This design comes from an exercise in tuning for small area and a short achievable clock period on the open sky130 flow, not from production work. No functional check of the RTL was part of this run.

<file path="constraint.sdc">
create_clock -name core_clock -period 5.0 [get_ports {clk}]
set_input_delay 1.0000 -clock core_clock [delete_from_list [all_inputs] [get_ports {clk}]]
set_output_delay 1.0000 -clock core_clock [all_outputs]
set_load 0.01 [all_outputs]
</file>
<file path="flow/run.sh">
#!/bin/bash
# Standard layout (standard.sh, all steps) with two changes:
# * plain buf_1 cells as the port buffers (the default pick is a slow delay buffer);
# * the platform's don't-use list extended with slow cells: those that stack
#   three or more transistors in series (wide OR/NOR, AOI/OAI with 3-input
#   groups) and the two-stage AND/OR-style cells, so that mapping and repair
#   build the decode logic from faster inverting gates.
# Registers come out of the standard synthesis unchanged.
set -euo pipefail
export BUFFER_PORTS_ARGS="-buffer_cell sky130_fd_sc_hd__buf_1"
PLATFORM_DONT_USE="sky130_fd_sc_hd__probe_p_8 sky130_fd_sc_hd__probec_p_8 sky130_fd_sc_hd__lpflow_bleeder_1 sky130_fd_sc_hd__lpflow_clkbufkapwr_1 sky130_fd_sc_hd__lpflow_clkbufkapwr_16 sky130_fd_sc_hd__lpflow_clkbufkapwr_2 sky130_fd_sc_hd__lpflow_clkbufkapwr_4 sky130_fd_sc_hd__lpflow_clkbufkapwr_8 sky130_fd_sc_hd__lpflow_clkinvkapwr_1 sky130_fd_sc_hd__lpflow_clkinvkapwr_16 sky130_fd_sc_hd__lpflow_clkinvkapwr_2 sky130_fd_sc_hd__lpflow_clkinvkapwr_4 sky130_fd_sc_hd__lpflow_clkinvkapwr_8 sky130_fd_sc_hd__lpflow_decapkapwr_12 sky130_fd_sc_hd__lpflow_decapkapwr_3 sky130_fd_sc_hd__lpflow_decapkapwr_4 sky130_fd_sc_hd__lpflow_decapkapwr_6 sky130_fd_sc_hd__lpflow_decapkapwr_8 sky130_fd_sc_hd__lpflow_inputiso0n_1 sky130_fd_sc_hd__lpflow_inputiso0p_1 sky130_fd_sc_hd__lpflow_inputiso1n_1 sky130_fd_sc_hd__lpflow_inputiso1p_1 sky130_fd_sc_hd__lpflow_inputisolatch_1 sky130_fd_sc_hd__lpflow_isobufsrc_1 sky130_fd_sc_hd__lpflow_isobufsrc_16 sky130_fd_sc_hd__lpflow_isobufsrc_2 sky130_fd_sc_hd__lpflow_isobufsrc_4 sky130_fd_sc_hd__lpflow_isobufsrc_8 sky130_fd_sc_hd__lpflow_isobufsrckapwr_16 sky130_fd_sc_hd__lpflow_lsbuf_lh_hl_isowell_tap_1 sky130_fd_sc_hd__lpflow_lsbuf_lh_hl_isowell_tap_2 sky130_fd_sc_hd__lpflow_lsbuf_lh_hl_isowell_tap_4 sky130_fd_sc_hd__lpflow_lsbuf_lh_isowell_4 sky130_fd_sc_hd__lpflow_lsbuf_lh_isowell_tap_1 sky130_fd_sc_hd__lpflow_lsbuf_lh_isowell_tap_2 sky130_fd_sc_hd__lpflow_lsbuf_lh_isowell_tap_4"
P=sky130_fd_sc_hd__
SLOW="${P}or3_* ${P}or3b_* ${P}or4_* ${P}or4b_* ${P}or4bb_* ${P}a2111o_* ${P}o41a_* ${P}a311o_* ${P}o311a_* ${P}o2111a_* ${P}a41o_* ${P}nor4_* ${P}nor4b_* ${P}nor4bb_* ${P}a2111oi_* ${P}o41ai_* ${P}and4bb_* ${P}and4b_* ${P}a221oi_* ${P}a222oi_* ${P}a221o_* ${P}o221ai_* ${P}o221a_* ${P}o2111ai_* ${P}a311oi_* ${P}o311ai_* ${P}a41oi_* ${P}nor3_* ${P}nor3b_* ${P}o32ai_* ${P}o32a_* ${P}a32oi_* ${P}a32o_* ${P}a21o_* ${P}a211o_* ${P}a31o_* ${P}o21a_* ${P}o211a_* ${P}o31a_* ${P}or2_* ${P}and3_* ${P}and3b_* ${P}and4_* ${P}a21bo_* ${P}o21ba_* ${P}a2bb2o_* ${P}o2bb2a_*"
bash standard.sh "BUFFER_PORTS_ARGS=$BUFFER_PORTS_ARGS" "DONT_USE_CELLS=$PLATFORM_DONT_USE $SLOW" finish > standard_flow.log 2>&1
</file>
<file path="standard.sh">
#!/bin/bash
# synth_recipe.tcl (not shown) runs the flow's synth.tcl, then flattens the netlist and writes it again
# the make line also repeats each setting of config.mk as NAME=value (left out here)
make -C /OpenROAD-flow-scripts/flow DESIGN_CONFIG=/design/flow/config.mk WORK_HOME=/design/flow/orfs CLKGATE_MAP_FILE= SYNTH_SCRIPT=/design/flow/synth_recipe.tcl "${@:-finish}"
</file>
<file path="design.v">
`timescale 1ns/1ps
module inst_decoder (
    input  logic [31:0]         inst,
    output logic [1:0]          fu,
    output logic [4:0]          op,
    output logic [5-1:0]  dst,
    output logic [5-1:0]  src1,
    output logic [5-1:0]  src2,
    output logic [2:0]          imm_sel
);
    logic [6:0] opcode;
    logic [2:0] funct3;
    logic [6:0] funct7;
    logic       f7_zero, f7_alt, r_ok, i_ok, alt;
    logic       use_rd, use_rs1, use_rs2;
    logic [3:0] alu_code;
    assign opcode  = inst[6:0];
    assign funct3  = inst[14:12];
    assign funct7  = inst[31:25];
    assign f7_zero = funct7 == 7'h00;
    assign f7_alt  = funct7 == 7'h20;
    assign r_ok    = f7_zero | (f7_alt & (funct3 == 3'd0 | funct3 == 3'd5));
    assign i_ok    = (funct3 == 3'd1) ? f7_zero :
                     (funct3 == 3'd5) ? (f7_zero | f7_alt) : 1'b1;
    assign alt     = opcode[5] ? f7_alt : (f7_alt & (funct3 == 3'd5));
    always_comb begin
        case (funct3)
            3'd0:    alu_code = alt ? 4'd2 : 4'd1;
            3'd1:    alu_code = 4'd6;
            3'd2:    alu_code = 4'd9;
            3'd3:    alu_code = 4'd10;
            3'd4:    alu_code = 4'd5;
            3'd5:    alu_code = alt ? 4'd8 : 4'd7;
            3'd6:    alu_code = 4'd4;
            default: alu_code = 4'd3;
        endcase
    end
    always_comb begin
        fu      = 2'd0;
        op      = 5'd0;
        imm_sel = 3'd0;
        use_rd  = 1'b0;
        use_rs1 = 1'b0;
        use_rs2 = 1'b0;
        case (opcode)
            7'b0110011: if (r_ok) begin
                fu = 2'd1;
                op[3:0] = alu_code;
                {use_rd, use_rs1, use_rs2} = 3'b111;
            end
            7'b0010011: if (i_ok) begin
                fu = 2'd1;
                op[4] = 1'b1;
                op[3:0] = alu_code;
                {use_rd, use_rs1} = 2'b11;
                imm_sel = 3'd1;
            end
            7'b0000011: if (funct3 != 3'd3 && funct3 < 3'd6) begin
                fu = 2'd2;
                op[3:1] = funct3;
                {use_rd, use_rs1} = 2'b11;
                imm_sel = 3'd1;
            end
            7'b0100011: if (funct3 < 3'd3) begin
                fu = 2'd2;
                op[3:1] = funct3;
                op[0] = 1'b1;
                {use_rs1, use_rs2} = 2'b11;
                imm_sel = 3'd2;
            end
            7'b1100011: if (funct3 != 3'd2 && funct3 != 3'd3) begin
                fu = 2'd3;
                op = {2'b00, funct3};
                {use_rs1, use_rs2} = 2'b11;
                imm_sel = 3'd3;
            end
            7'b1101111: begin
                fu = 2'd3;
                op = 5'h10;
                use_rd = 1'b1;
                imm_sel = 3'd5;
            end
            7'b1100111: if (funct3 == 3'd0) begin
                fu = 2'd3;
                op = 5'h11;
                {use_rd, use_rs1} = 2'b11;
                imm_sel = 3'd1;
            end
            7'b0110111, 7'b0010111: begin    
                fu = 2'd1;
                op[4] = 1'b1;
                op[3:0] = opcode[5] ? 4'd11 : 4'd12;
                use_rd = 1'b1;
                imm_sel = 3'd4;
            end
            default: ;
        endcase
    end
    assign dst  = use_rd  ? inst[11:7]  : '0;
    assign src1 = use_rs1 ? inst[19:15] : '0;
    assign src2 = use_rs2 ? inst[24:20] : '0;
endmodule
`timescale 1ns/1ps
module issue_ctrl (
    input  logic [31:0]        inst,
    input  logic               b_a,
    input  logic               b_m,
    input  logic               b_j,
    input  logic [4:0]         dst_a,
    input  logic [4:0]         dst_m,
    input  logic [4:0]         dst_j,
    input  logic               stall,
    input  logic               flush,
    output logic               is_en
);
    logic [6:0] opc;
    logic [2:0] f3;
    logic [6:0] f7;
    logic [4:0] rd;
    logic       o6, c_alu, c_ld, c_st, c_br, c_jmp, rdhit, hazard;
    assign opc = inst[6:0];
    assign f3  = inst[14:12];
    assign f7  = inst[31:25];
    assign rd  = inst[11:7];
    assign o6  = ~f7[6] & ~(|f7[4:0]);
    assign c_alu = (opc == 7'b0110011 & o6 & (~f7[5] | f3 == 3'd0 | f3 == 3'd5)) |
                   (opc == 7'b0010011 & (f3 == 3'd1 ? o6 & ~f7[5] : f3 == 3'd5 ? o6 : 1'b1)) |
                   (opc == 7'b0110111) | (opc == 7'b0010111);
    assign c_ld  = opc == 7'b0000011 & f3 != 3'd3 & f3 != 3'd6 & f3 != 3'd7;
    assign c_st  = opc == 7'b0100011 & f3 != 3'd3 & ~f3[2];
    assign c_br  = opc == 7'b1100011 & f3 != 3'd2 & f3 != 3'd3;
    assign c_jmp = (opc == 7'b1101111) | (opc == 7'b1100111 & f3 == 3'd0);
    assign rdhit = (|rd) & ((b_a & (dst_a == rd)) | (b_m & (dst_m == rd)) | (b_j & (dst_j == rd)));
    assign hazard = (b_a & c_alu) | (b_m & (c_ld | c_st)) | (b_j & (c_br | c_jmp)) |
                    ((c_alu | c_ld | c_jmp) & rdhit);
    assign is_en  = flush | (~stall & ~hazard);
endmodule
`timescale 1ns/1ps
module ctrl_unit (
    input  logic               clk,
    input  logic               rst,
    input  logic [31:0]        pc,
    input  logic [31:0]        inst,
    input  logic [31:0]        imm,
    input  logic               alu_done,
    input  logic               mem_done,
    input  logic               jump_done,
    input  logic               is_jump,
    output logic               is_en,
    output logic [2:0]         imm_sel,
    output logic               alu_en,
    output logic               mem_en,
    output logic               jump_en,
    output logic [31:0]        pc_ctrl,
    output logic [31:0]        imm_ctrl,
    output logic [5-1:0] rs1_ctrl,
    output logic [5-1:0] rs2_ctrl,
    output logic [4:0]         jump_op,
    output logic [3:0]         alu_op,
    output logic               alu_use_pc,
    output logic               alu_use_imm,
    output logic               mem_we,
    output logic [2:0]         mem_bhw,
    output logic [2:0]         write_sel,
    output logic               reg_write,
    output logic [5-1:0] rd_ctrl
);
    logic [1:0]         dec_fu;
    logic [4:0]         dec_op;
    logic [4:0]         dec_dst, dec_src1, dec_src2;
    inst_decoder u_dec (
        .inst(inst), .fu(dec_fu), .op(dec_op), .dst(dec_dst),
        .src1(dec_src1), .src2(dec_src2), .imm_sel(imm_sel)
    );
    logic       b_a, b_m, b_j;       
    logic       d_a, d_m, d_j;       
    logic       p_a, p_m, p_j;       
    logic [4:0] dst_a, dst_m, dst_j;
    logic [1:0] t_a1, t_a2;          
    logic [1:0] t_m1, t_m2;          
    logic [1:0] t_j1, t_j2;          
    logic [1:0] w_am, w_ma, w_ja, w_jm;
    logic       jp;                  
    logic       stall, flush;
    logic       en_a, en_m, en_j, use0, use1;
    logic       g_a, g_m, g_j;       
    logic [31:0] pc0, imm0, pc1, imm1;
    logic [4:0]  s1_0, s2_0, s1_1, s2_1;
    logic [4:0]  op0;
    logic [3:0]  op1;                
    assign jump_en = en_j;
    assign alu_en  = en_a;
    assign mem_en  = en_m;
    assign pc_ctrl  = ({32{use0}} & pc0)  | ({32{use1}} & pc1);
    assign imm_ctrl = ({32{use0}} & imm0) | ({32{use1}} & imm1);
    assign rs1_ctrl = ({5{use0}} & s1_0)  | ({5{use1}} & s1_1);
    assign rs2_ctrl = ({5{use0}} & s2_0)  | ({5{use1}} & s2_1);
    logic is_auipc;
    assign is_auipc    = en_a & (op0[3:0] == 4'd12);
    assign alu_use_pc  = is_auipc;
    assign alu_use_imm = en_a & op0[4];
    assign alu_op      = is_auipc ? 4'd1 : ({4{en_a}} & op0[3:0]);
    assign mem_we      = en_m & op1[0];
    assign mem_bhw     = {3{en_m}} & op1[3:1];
    assign jump_op[4]   = (en_j & ~jp & op0[4]) | (en_j & jp & op1[3]);
    assign jump_op[3]   = 1'b0;
    assign jump_op[2:0] = ({3{en_j & ~jp}} & op0[2:0]) | ({3{en_j & jp}} & op1[2:0]);
    logic keep0, keep1;
    assign keep0 = (p_a & ~en_a) | (p_j & ~jp & ~en_j);
    assign keep1 = (p_m & ~en_m) | (p_j & jp & ~en_j);
    assign reg_write = g_j | g_a | g_m;
    assign write_sel = {g_j, 1'b0, g_m};
    assign rd_ctrl   = ({5{g_a}} & dst_a) | ({5{g_m}} & dst_m) | ({5{g_j}} & dst_j);
    logic [6:0] opc;
    logic [2:0] f3;
    logic [6:0] f7;
    logic [4:0] rd;
    logic       c_alu, c_ld, c_st, c_br, c_jmp;
    logic       rdhit, hazard, go, is_a, is_m, is_j;
    assign opc = inst[6:0];
    assign f3  = inst[14:12];
    assign f7  = inst[31:25];
    assign rd  = inst[11:7];
    logic o6;
    assign o6 = ~f7[6] & ~(|f7[4:0]);
    assign c_alu = (opc == 7'b0110011 & o6 & (~f7[5] | f3 == 3'd0 | f3 == 3'd5)) |
                   (opc == 7'b0010011 & (f3 == 3'd1 ? o6 & ~f7[5] : f3 == 3'd5 ? o6 : 1'b1)) |
                   (opc == 7'b0110111) | (opc == 7'b0010111);
    assign c_ld  = opc == 7'b0000011 & f3 != 3'd3 & f3 != 3'd6 & f3 != 3'd7;
    assign c_st  = opc == 7'b0100011 & f3 != 3'd3 & ~f3[2];
    assign c_br  = opc == 7'b1100011 & f3 != 3'd2 & f3 != 3'd3;
    assign c_jmp = (opc == 7'b1101111) | (opc == 7'b1100111 & f3 == 3'd0);
    assign rdhit = (|rd) & ((b_a & (dst_a == rd)) | (b_m & (dst_m == rd)) | (b_j & (dst_j == rd)));
    assign hazard = (b_a & c_alu) | (b_m & (c_ld | c_st)) | (b_j & (c_br | c_jmp)) |
                    ((c_alu | c_ld | c_jmp) & rdhit);
    issue_ctrl u_issue (
        .inst(inst), .b_a(b_a), .b_m(b_m), .b_j(b_j),
        .dst_a(dst_a), .dst_m(dst_m), .dst_j(dst_j),
        .stall(stall), .flush(flush), .is_en(is_en)
    );
    assign go     = ~flush & ~stall & ~hazard;
    assign is_a   = go & c_alu;
    assign is_m   = go & (c_ld | c_st);
    assign is_j   = go & (c_br | c_jmp);
    logic src1_nz, src2_nz, dst_nz;
    logic h1_a, h1_m, h1_j, h2_a, h2_m, h2_j;
    assign src1_nz = |dec_src1;
    assign src2_nz = |dec_src2;
    assign dst_nz  = |dec_dst;
    assign h1_a = src1_nz & b_a & (dst_a == dec_src1);
    assign h1_m = src1_nz & b_m & (dst_m == dec_src1);
    assign h1_j = src1_nz & b_j & (dst_j == dec_src1);
    assign h2_a = src2_nz & b_a & (dst_a == dec_src2);
    assign h2_m = src2_nz & b_m & (dst_m == dec_src2);
    assign h2_j = src2_nz & b_j & (dst_j == dec_src2);
    logic [1:0] x0, x1;
    assign x0 = {2{dst_nz}} & {dec_dst == s2_0, dec_dst == s1_0};
    assign x1 = {2{dst_nz}} & {dec_dst == s2_1, dec_dst == s1_1};
    logic       p_a_n, p_m_n, p_j_n, d_a_n, d_m_n, d_j_n, jp_n;
    logic [1:0] t_a1_n, t_a2_n, t_m1_n, t_m2_n, t_j1_n, t_j2_n;
    logic       rdy_a_n, rdy_m_n, rdy_j_n, en_a_n, en_m_n, en_j_n;
    logic       ra1_h, ra2_h, rm1_h, rm2_h;
    logic       war_a_n, war_m_n, war_j_n, el_a_n, el_m_n, el_j_n;
    assign p_a_n = is_a | (p_a & ~en_a & ~g_a);
    assign p_m_n = is_m | (p_m & ~en_m & ~g_m);
    assign p_j_n = is_j | (p_j & ~en_j & ~g_j);
    assign d_a_n = ~g_a & (d_a | (b_a & alu_done));
    assign d_m_n = ~g_m & (d_m | (b_m & mem_done));
    assign d_j_n = ~g_j & (d_j | (b_j & jump_done));
    assign t_a1_n = p_a ? t_a1 & ~{g_j, g_m} : {h1_j & ~g_j, h1_m & ~g_m};
    assign t_a2_n = p_a ? t_a2 & ~{g_j, g_m} : {h2_j & ~g_j, h2_m & ~g_m};
    assign t_m1_n = p_m ? t_m1 & ~{g_j, g_a} : {h1_j & ~g_j, h1_a & ~g_a};
    assign t_m2_n = p_m ? t_m2 & ~{g_j, g_a} : {h2_j & ~g_j, h2_a & ~g_a};
    assign t_j1_n = p_j ? t_j1 & ~{g_m, g_a} : {h1_m & ~g_m, h1_a & ~g_a};
    assign t_j2_n = p_j ? t_j2 & ~{g_m, g_a} : {h2_m & ~g_m, h2_a & ~g_a};
    assign jp_n   = p_j ? jp : keep0;
    assign rdy_a_n = p_a_n & ~(|t_a1_n) & ~(|t_a2_n);
    assign rdy_m_n = p_m_n & ~(|t_m1_n) & ~(|t_m2_n);
    assign rdy_j_n = p_j_n & ~(|t_j1_n) & ~(|t_j2_n);
    assign en_j_n  = rdy_j_n;
    assign en_a_n  = rdy_a_n & ~rdy_j_n;
    assign en_m_n  = rdy_m_n & ~rdy_j_n & ~rdy_a_n;
    assign ra1_h = p_a & ~en_a & ~g_a & ~(|(t_a1 & ~{g_j, g_m}));
    assign ra2_h = p_a & ~en_a & ~g_a & ~(|(t_a2 & ~{g_j, g_m}));
    assign rm1_h = p_m & ~en_m & ~g_m & ~(|(t_m1 & ~{g_j, g_a}));
    assign rm2_h = p_m & ~en_m & ~g_m & ~(|(t_m2 & ~{g_j, g_a}));
    assign war_a_n = ~g_m & ((w_am[0] & rm1_h) | (w_am[1] & rm2_h));
    assign war_m_n = ~g_a & ((w_ma[0] & ra1_h) | (w_ma[1] & ra2_h));
    assign war_j_n = (~g_a & ((w_ja[0] & ra1_h) | (w_ja[1] & ra2_h))) |
                     (~g_m & ((w_jm[0] & rm1_h) | (w_jm[1] & rm2_h)));
    assign el_a_n = d_a_n & ~war_a_n;
    assign el_m_n = d_m_n & ~war_m_n;
    assign el_j_n = d_j_n & ~war_j_n;
    always_ff @(posedge clk or posedge rst) begin
        if (rst) begin
            b_a <= 1'b0; b_m <= 1'b0; b_j <= 1'b0;
            d_a <= 1'b0; d_m <= 1'b0; d_j <= 1'b0;
            p_a <= 1'b0; p_m <= 1'b0; p_j <= 1'b0;
            en_a <= 1'b0; en_m <= 1'b0; en_j <= 1'b0;
            use0 <= 1'b0; use1 <= 1'b0;
            g_a <= 1'b0; g_m <= 1'b0; g_j <= 1'b0;
            stall <= 1'b0;
            flush <= 1'b0;
        end else begin
            b_a <= is_a | (b_a & ~g_a);
            b_m <= is_m | (b_m & ~g_m);
            b_j <= is_j | (b_j & ~g_j);
            d_a <= d_a_n;
            d_m <= d_m_n;
            d_j <= d_j_n;
            p_a <= p_a_n;
            p_m <= p_m_n;
            p_j <= p_j_n;
            en_a <= en_a_n;
            en_m <= en_m_n;
            en_j <= en_j_n;
            use0 <= en_a_n | (en_j_n & ~jp_n);
            use1 <= en_m_n | (en_j_n & jp_n);
            g_j <= el_j_n;
            g_a <= el_a_n & ~el_j_n;
            g_m <= el_m_n & ~el_j_n & ~el_a_n;
            if (is_j)
                stall <= 1'b1;
            else if (jump_done)
                stall <= 1'b0;
            flush <= jump_done & is_jump;
        end
    end
    always_ff @(posedge clk) begin
        if (!b_a) begin
            dst_a <= dec_dst;
            w_am  <= {2{p_m}} & x1;
        end else begin
            w_am  <= w_am & ~{2{g_m}};
        end
        if (!b_m) begin
            dst_m <= dec_dst;
            w_ma  <= {2{p_a}} & x0;
        end else begin
            w_ma  <= w_ma & ~{2{g_a}};
        end
        if (!b_j) begin
            dst_j <= dec_dst;
            w_ja  <= {2{p_a}} & x0;
            w_jm  <= {2{p_m}} & x1;
        end else begin
            w_ja  <= w_ja & ~{2{g_a}};
            w_jm  <= w_jm & ~{2{g_m}};
        end
        t_a1 <= t_a1_n;
        t_a2 <= t_a2_n;
        t_m1 <= t_m1_n;
        t_m2 <= t_m2_n;
        t_j1 <= t_j1_n;
        t_j2 <= t_j2_n;
        jp   <= jp_n;
        if (!keep0) begin
            pc0  <= pc;
            imm0 <= imm;
            s1_0 <= dec_src1;
            s2_0 <= dec_src2;
            op0  <= dec_op;
        end
        if (!keep1) begin
            pc1  <= pc;
            imm1 <= imm;
            s1_1 <= dec_src1;
            s2_1 <= dec_src2;
            op1  <= {dec_op[4] | dec_op[3], dec_op[2:0]};
        end
    end
endmodule
</file>
<file path="config.mk">
export PLATFORM = sky130hd
export DESIGN_NAME = ctrl_unit
export DESIGN_NICKNAME = ctrl_unit
export VERILOG_FILES = /design/flow/design.v
export SDC_FILE = /design/flow/constraint.sdc
export NUM_CORES = 4
export LEC_CHECK = 0
export CAP_MARGIN = 20
export CORE_MARGIN = 2
export CORE_UTILIZATION = 65
export CTS_CLUSTER_DIAMETER = 200
export CTS_CLUSTER_SIZE = 25
export SETUP_SLACK_MARGIN = 1.7
export SLEW_MARGIN = 20
</file>
==> impl_metrics.tcl <==
set metrics [dict create \
    grt_overflow 0 \
    grt_pass1_vias 7054 \
    grt_usage 0.301 \
    cp_slowest_stage_delay_ns 0.26 \
    post_drt_wl_per_cell_um 21.3 \
    start_util 0.664 \
    die_y_um 126 \
    synth_seq_cells 212 \
    io_buffer_count 204 \
    tightest_slew_ns 1.01 \
    clkTransAtPathRegs_ns 0.10 \
    worstSetupStartpointType "primary input" \
    clock-sinks 212 \
    hold_viol 0 \
    cp-startpoint "inst[11]" \
    cts_inserted_buffers 12 \
    period_needed_ns 3.35 \
    path_cells "clkbuf_4 > xnor2_1 > nand4_1 > o22a_1 > a21boi_2 > nand2_2 > o21ai_1 > o21bai_1 > buf_2" \
    power_leakage_nw 4.05 \
    ir_worst_vdd_uv 491 \
    rows 44 \
    total_power_mw 4.85 \
    crit_slowest_cell "a21boi_2" \
    dieArea_um2 15800 \
    grt_antenna_before_repair 0 \
    place_hpwl_um 17400 \
    relSlewSlack 0.328 \
    grt_first_pass_wirelength_um 37400 \
    crit_type "primary input to output port" \
    ys.flop_type "edfxtp_1" \
    die_w_um 126 \
    fin_skew_ns 0.0238 \
    remaining_drc_errors 0 \
    synth_edf_count 172 \
    cts_hold_buf 0 \
    wl_um 24500 \
    nets 1066 \
    setup_violations 0 \
    num_vias 7207 \
    synth_warnings 2 \
    worstPathMaxFanout 8 \
    cts_tree "built" \
    n_fill_cell 936 \
    hp-class "register to register" \
    min_from "t_j2[1]" \
    cp.required_ns 4.00 \
    seq_area_frac_synth 0.631 \
    fmax_mhz 298 \
    syn_area_um2 9610 \
    antenna-diode-count 0 \
    htreeDepth 1 \
    drt_iter0_markers 817 \
    crit_buf_inv 2 \
    post-place-ws_ns 0.946 \
    slew_viol_final 0 \
    syn2layout_area_growth_pct 15.6 \
    dr.pass1.iters 6 \
    synthCells 776 \
    place_congestion 0.927 \
    ant_nets 0 \
    cp-end-kind "output port" \
    synth.distinct_cells 54 \
    root_buffer "clkbuf_16" \
    setup_ws_ns 1.65 \
    post-route-period-util 0.670 \
    cts_buffer_depth 3 \
    core-area_um2 14500 \
    status "no timing/DRC/antenna violations" \
    pin_count 207 \
    rsz0062_at_grt "yes" \
    drive_gt1_frac 0.0907 \
    cp.arrival_ns 2.35 \
    cp_top_family "compound AO/OA/AOI/OAI gates" \
    finalSetupTns_ns 0 \
    power.density_nw_per_um2 437 \
    ys_async_sr_fraction 0.0896 \
    clk_latency_ns 0.47 \
    grt_max_degree 56 \
    max-cap-violations 0 \
    r2r_start "g_m" \
    via_per_inst 6.25 \
    syn_area_per_cell_um2 12.4 \
]
[layout make-up]
class | count | area, µm² | area share
sequential | 212 | 6070 | 0.546
multi-input combinational | 485 | 3340 | 0.301
timing repair buffer | 217 | 972 | 0.0875
clock buffer | 19 | 348 | 0.0313
tap | 184 | 230 | 0.0207
inverter | 36 | 135 | 0.0122
clock inverter | 1 | 16.3 | 0.00146
[flip-flops by register name, indices dropped and copies added, names as in the netlist, 4 cells and up]
register,cells
op0,5
s1_1,5
dst_a,5
dst_m,5
pc0,32
pc1,32
imm0,32
s2_0,5
s1_0,5
dst_j,5
op1,4
s2_1,5
imm1,32
[Yosys cell counts, types with 8 or more instances]
| master | n | area share |
|---|---|---|
| xnor2_1 | 43 | 0.039 |
| a22o_1 | 76 | 0.069 |
| inv_1 | 35 | 0.014 |
| a211oi_1 | 20 | 0.016 |
| nand2b_1 | 10 | 0.0065 |
| dfxtp_1 | 21 | 0.044 |
| o21ai_0 | 19 | 0.0099 |
| nand4_1 | 18 | 0.012 |
| edfxtp_1 | 172 | 0.54 |
| clkbuf_1 | 25 | 0.0098 |
| nor2_1 | 67 | 0.026 |
| dfrtp_1 | 19 | 0.049 |
| buf_2 | 8 | 0.0042 |
| a21oi_1 | 26 | 0.014 |
| and2_1 | 18 | 0.012 |
| nand2_1 | 57 | 0.022 |
| nand3_1 | 15 | 0.0078 |
| nor2b_1 | 18 | 0.012 |
| xor2_1 | 15 | 0.014 |
[timing repair]
| item | 4_1_cts | 5_1_grt |
|---|---|---|
| buffers inserted | 5 | 2 |
| resized for setup | 28 | 27 |
| setup endpoints to repair | 3 | 22 |
| cloned | 0 | 0 |
| pin swaps | 7 | 7 |
[per-layer routing]
| metal | part of all wire | track usage | vias up |
|---|---|---|---|
| met5 | 0 | 0 | - |
| met4 | 0.032 | 0.0902 | 0 |
| met3 | 0.092 | 0.0526 | 70 |
| met2 | 0.49 | 0.512 | 405 |
| met1 | 0.38 | 0.401 | 3485 |
| li1 | - | - | 3247 |
[placed cells by master, fill, tap and decap left out, types with 15 or more instances in the layout]
| cell | n |
|---|---|
| dfrtp_1 | 17 |
| dfxtp_1 | 21 |
| a211oi_1 | 18 |
| nand3_1 | 15 |
| xor2_1 | 15 |
| nand2_1 | 55 |
| edfxtp_1 | 172 |
| nor2_1 | 60 |
| nand4_1 | 18 |
| xnor2_1 | 43 |
| a22o_1 | 76 |
| buf_1 | 187 |
| inv_1 | 35 |
| and2_1 | 17 |
| o21ai_0 | 18 |
| nor2b_1 | 16 |
| a21oi_1 | 26 |
[logic make-up (layout without fill, tap and decap cells)]
| kind of cell | Yosys count | count (layout) | share of synthesized area |
|---|---|---|---|
| other | 1 | 2 | 0.000390 |
| AOI/OAI and AO/OA | 193 | 193 | 0.153 |
| DFF | 212 | 212 | 0.631 |
| buffers and inverters | 80 | 273 | 0.0366 |
| xor gates and xnor gates | 58 | 58 | 0.0529 |
| muxes | 8 | 8 | 0.00899 |
| and+or+nand+nor | 224 | 224 | 0.118 |
[per-stage QoR]
| step | util | std cells | hold slack, ns | instance area, µm² |
|---|---|---|---|---|
| floorplan | - | 777 | 0.416 | 9630 |
| global placement | 0.723 | 1125 | 0.427 | 10500 |
| detailed placement | 0.726 | 1127 | 0.444 | 10500 |
| CTS | 0.760 | 1152 | 0.470 | 11000 |
| global route | 0.767 | 1154 | 0.505 | 11100 |
| finish | 0.767 | 1154 | 0.474 | 11100 |
[worst paths after layout]
path	slack [ns]	endpoint	depth (start not counted)
max	1.65	is_en	9
min in group asynchronous	0.67	b_a	2
max reg2reg	2.36	use0	8
min reg2reg	0.47	t_j2[1]	2
max in group asynchronous	3.74	use1	2
min	0.47	t_j2[1]	2
[worst min-delay path: stages (launching register included)]
cell and delay (ns):
dfxtp_1 0.34, a2bb2oi_2 0.06, inv_1 0.05
[power breakdown]
part / total [mW] / internal (mW) / switching, mW
sequential: 2.69 / 2.35 / 0.339
clock: 1.03 / 0.490 / 0.536
combinational: 1.14 / 0.451 / 0.692
total: 4.85 / 3.29 / 1.57

## static timing again, ports no longer ideal
How much do the figures lean on ideal ports? The routed layout below was timed once more, with nothing changed but the port constraints. Step 1: set_driving_cell puts a clkbuf_16 on clk and a buf_2 on each other input, an assumption about the parent block. Step 2 also shifts input and output timing later by t, the mid clock arrival at the registers, as if the neighbouring blocks saw the same clock. Three values: ideal, step 1, step 2; two values: the first two.
t (ns): 0.503
setup WS [ns]: 1.650 / 1.605 / 1.500
slew at the worst register clock pin (ns): 0.10 / 0.10
pins driven straight from the clock port: 1
After both steps this run still meets setup and hold. The setup slack of this run moves by -0.045 ns with the drivers and by -0.150 ns with both steps.
